From an optimization exercise on the open Yosys and OpenROAD flow, aimed at small area, a short achievable clock period and few clock cycles; shortcuts taken in it are not production practice.
The RTL was checked by simulation tests, not by an equivalence proof against the original design.
Power figures rest on the tool's default switching activity, not on a simulated workload.

Setup of quartz:
Design limb_stream_to_chunk_splitter_core, start of the top module:
module limb_stream_to_chunk_splitter_core #(
  parameter int unsigned LIMB_BITS  = 64,
  parameter int unsigned MAX_CHUNKS = 64
) (
  input  logic                              clk_i,
  input  logic                              rst_ni,
  input  logic                              cfg_we_i,
  input  logic [0:0]                        cfg_index_i,
  input  logic [lscs_pkg::CfgDataW-1:0]     cfg_wdata_i,
  input  logic                              in_valid_i,
  output logic                              in_ready_o,
  input  logic [LIMB_BITS-1:0]              limb_i,
  input  logic                              first_limb_i,
  input  logic                              last_limb_i,
  input  logic                              negative_i,
  input  logic [lscs_pkg::LeadW-1:0]        lead_zero_bits_i,
  output logic                              out_valid_o,
  input  logic                              out_ready_i,
  output logic signed [lscs_pkg::ChunkW-1:0] chunk_o,
  output logic                              last_chunk_o
);
  localparam int unsigned DW = 14;
  logic [5:0] cbw;
  logic [5:0] k1_q;
  logic [7:0] k2_q;
  logic [6:0] cc_q;
  always_comb begin
    if (cfg_wdata_i[5:0] == 6'd0)      cbw = 6'd1;
    else if (cfg_wdata_i[5:0] > 6'd52) cbw = 6'd52;
    else                               cbw = cfg_wdata_i[5:0];
  end
  always_ff @(posedge clk_i or negedge rst_ni) begin
    if (!rst_ni) begin
      k1_q <= 6'd40;
      k2_q <= 8'd16;
      cc_q <= 7'd16;
    end else if (cfg_we_i) begin
      if (cfg_index_i == 1'b0) begin
        k1_q <= 6'd0 - cbw;
        k2_q <= 8'd64 - {1'b0, cbw, 1'b0};
  ...
Settings: LEC_CHECK=0, CAP_MARGIN=20, CORE_MARGIN=2, CORE_UTILIZATION=40, SLEW_MARGIN=20; clock period 10.0 ns.
run.sh (not shown) runs the stock make flow with config.mk's settings and CLKGATE_MAP_FILE= SYNTH_SCRIPT=/design/flow/synth_recipe.tcl, a recipe that flattens the netlist after the stock synthesis.
Testbench counts of quartz, summed over its fixed seeds: cycles 11,953.
Input changes introduced in cedar (baseline for comparison: quartz):
diff --git a/flow/design.v b/flow/design.v
--- a/flow/design.v
+++ b/flow/design.v
@@ -28,17 +28,16 @@
 endmodule
 module lscs_back (
   input  logic        clk_i,
   input  logic        rst_ni,
   input  logic        push_i,
   input  logic [51:0] mag_i,
   input  logic        neg_i,
   input  logic        last_i,
-  output logic        blk_o,
   output logic        blk_n_o,
   output logic        out_valid_o,
   input  logic        out_ready_i,
   output logic [52:0] chunk_o,
   output logic        last_o
 );
   logic        p_v_q, s_v_q, o_v_q;
   logic [51:0] p_mag_q;
@@ -76,17 +75,16 @@
     end
     if (o_free) begin
       o_q <= s_v_q ? s_q : p_val;
     end
     if (o_free || !s_v_q) begin
       s_q <= p_val;
     end
   end
-  assign blk_o       = p_v_q && s_v_q;
   assign blk_n_o     = p_v_d && s_v_d;
   assign out_valid_o = o_v_q;
   assign chunk_o     = o_q[53:1];
   assign last_o      = o_q[0];
 endmodule
 module limb_stream_to_chunk_splitter_core #(
   parameter int unsigned LIMB_BITS  = 64,
   parameter int unsigned MAX_CHUNKS = 64
@@ -141,21 +139,23 @@
     for (int j = 0; j < 52; j++) mask[j] = ({1'b0, k1_q} + 7'(j)) < 7'd64;
   end
   logic [114:0]  win_q;
   logic [DW-1:0] d_q, dc_q;      
   logic [6:0]    rem_q;          
   logic          live_q, one_q;  
   logic          sign_q, pad_q;
   logic          rdy_q;          
-  logic          emit, need, done, blk, blk_n;
+  logic          emit_q;         
+  logic [5:0]    sh_q;           
+  logic          big_q;          
+  logic          emit, need, done, blk_n;
   logic          acc, ld_first, ld_cont, ld_pad, ld_app;
-  logic          big;
   logic [51:0]   mag;
-  assign emit = live_q && !d_q[DW-1] && !blk;
+  assign emit = emit_q;
   assign need = emit ? dc_q[DW-1] : d_q[DW-1];
   assign done = !live_q || (emit && one_q);
   assign acc      = in_valid_i && rdy_q;
   assign ld_first = acc && first_limb_i;
   assign ld_cont  = acc && !first_limb_i && !done;
   assign ld_pad   = pad_q && need && !done;
   assign ld_app   = ld_cont || ld_pad;
   logic [6:0]    f_lo;
@@ -206,76 +206,82 @@
       pad_n  = last_limb_i;
     end
   end
   logic live_e, one_e;           
   logic two_q;
   assign two_q  = (rem_q == 7'd2);
   assign live_e = emit ? !one_q : live_q;
   assign one_e  = emit ? two_q : one_q;
-  logic r_first, r_app, r_hold, rdy_n;
+  logic r_first, r_app, r_hold, rdy_n, live_n, emit_n;
+  assign live_n = (rem_n != 7'd0);
   always_comb begin
     r_first = !blk_n && ((cc_q == 7'd1) || (g_dc[DW-1] && !last_limb_i));
     r_app   = !live_e || (!blk_n && (one_e ||
               ((emit ? c1[6] : c0[6]) && !(ld_cont ? last_limb_i : pad_q))));
     if (emit) begin
       r_hold = !live_e || (!blk_n && !dc_q[DW-1] && (one_e || (e_dc[DW-1] && !pad_q)))
                || ((blk_n || dc_q[DW-1]) && dc_q[DW-1] && !pad_q);
     end else begin
       r_hold = !live_e || (!blk_n && !d_q[DW-1] && (one_e || (dc_q[DW-1] && !pad_q)))
                || ((blk_n || d_q[DW-1]) && d_q[DW-1] && !pad_q);
     end
+    emit_n = live_n && !blk_n && !(!ld_first && !ld_app && (emit ? dc_q[DW-1] : d_q[DW-1]));
     if (cfg_we_i)      rdy_n = 1'b1;
     else if (ld_first) rdy_n = r_first;
     else if (ld_app)   rdy_n = r_app;
     else               rdy_n = r_hold;
   end
   always_ff @(posedge clk_i or negedge rst_ni) begin
     if (!rst_ni) begin
       d_q    <= 14'h3FE8;   
       dc_q   <= 14'h3FD0;   
       rem_q  <= 7'd16;
       live_q <= 1'b1;
       one_q  <= 1'b0;
       sign_q <= 1'b0;
       pad_q  <= 1'b0;
       rdy_q  <= 1'b1;
+      emit_q <= 1'b0;
     end else begin
       d_q    <= d_n;
       dc_q   <= dc_n;
       rem_q  <= rem_n;
-      live_q <= (rem_n != 7'd0);
+      live_q <= live_n;
       one_q  <= (rem_n == 7'd1);
       sign_q <= sign_n;
       pad_q  <= pad_n;
       rdy_q  <= rdy_n;
-    end
+      emit_q <= emit_n;
+    end
+  end
+  always_ff @(posedge clk_i) begin
+    sh_q  <= d_n[5:0];
+    big_q <= |d_n[DW-2:6];
   end
   always_ff @(posedge clk_i) begin
     if (ld_first) begin
       win_q <= {51'd0, limb_i};
     end else if (ld_app) begin
       win_q <= {win_q[50:0], ld_cont ? limb_i : 64'd0};
     end
   end
   assign in_ready_o = rdy_q;
-  assign big = |d_q[DW-2:6];
   lscs_front u_cut (
     .win_i  (win_q),
-    .sh_i   (d_q[5:0]),
-    .mask_i (mask & {52{!big}}),
+    .sh_i   (sh_q),
+    .mask_i (mask & {52{!big_q}}),
     .mag_o  (mag)
   );
   lscs_back u_out (
     .clk_i       (clk_i),
     .rst_ni      (rst_ni),
     .push_i      (emit),
     .mag_i       (mag),
     .neg_i       (sign_q),
     .last_i      (one_q),
-    .blk_o       (blk),
     .blk_n_o     (blk_n),
     .out_valid_o (out_valid_o),
     .out_ready_i (out_ready_i),
     .chunk_o     (chunk_o),
     .last_o      (last_chunk_o)
   );
 endmodule
Notes after the runs:
cedar: site row count 1 above quartz. cedar ended with every stage complete and zero timing, DRC or antenna violations. met1 track demand over resource in cedar is 1.2 points below quartz. Taking quartz as the reference, in cedar worst clock skew on the final layout went up by 0.0040 ns; sequential cell count of the final layout went up by about 2.4%; worst hold slack went down by 0.0041 ns; share of async-settable or async-resettable flops after synthesis was more or less identical; sequential share of cell area went up by 0.27 points. Between quartz and cedar, maximum frequency decreased. Row area taken by flip-flops and latches: cedar higher / quartz lower. Setup slack sits lower in cedar than in quartz. For quartz, the cell with the largest stage delay on the worst path was sky130_fd_sc_hd__or4b_2, unlike cedar, where it was sky130_fd_sc_hd__buf_4. cedar: number of tap instances higher than quartz. Between cedar and quartz, the final area is higher for cedar. Looking at total power after layout across both flows, cedar is the stronger of the two, with quartz trailing.
Testbench counts of cedar, summed over its fixed seeds: cycles 11,953.

## what the ideal ports hide
Ports are ideal in the flow. The routed layouts listed here were re-timed in OpenROAD.
Step 1 (the two cells are an assumption about what drives the block):
set clk [get_ports {clk_i}]
set_driving_cell -lib_cell sky130_fd_sc_hd__clkbuf_16 $clk
set_driving_cell -lib_cell sky130_fd_sc_hd__buf_2 [delete_from_list [all_inputs] $clk]
Step 2 times the ports against the registers' clock, not the clock port: input delays grow and output delays shrink by t, the midpoint of the rising clock arrivals with the driver on.
a / b / c = no drivers / after step 1 / after step 2; a / b = the first two.
run | t, ns | slack for setup (ns) | hold slack, ns | worst register clock-pin slew, ns | pins driven straight from the clock port
quartz | 0.605 | 5.526 / 5.561 / 4.956 | 0.452 / 0.452 / 0.452 | 0.06 / 0.06 | 1
cedar | 0.608 | 5.378 / 5.411 / 4.803 | 0.448 / 0.448 / 0.448 | 0.06 / 0.06 | 1
After both steps setup and hold are still met in every run listed. For cedar, which loses most, drivers alone change the setup slack by +0.033 ns; drivers and shift together by -0.575 ns.
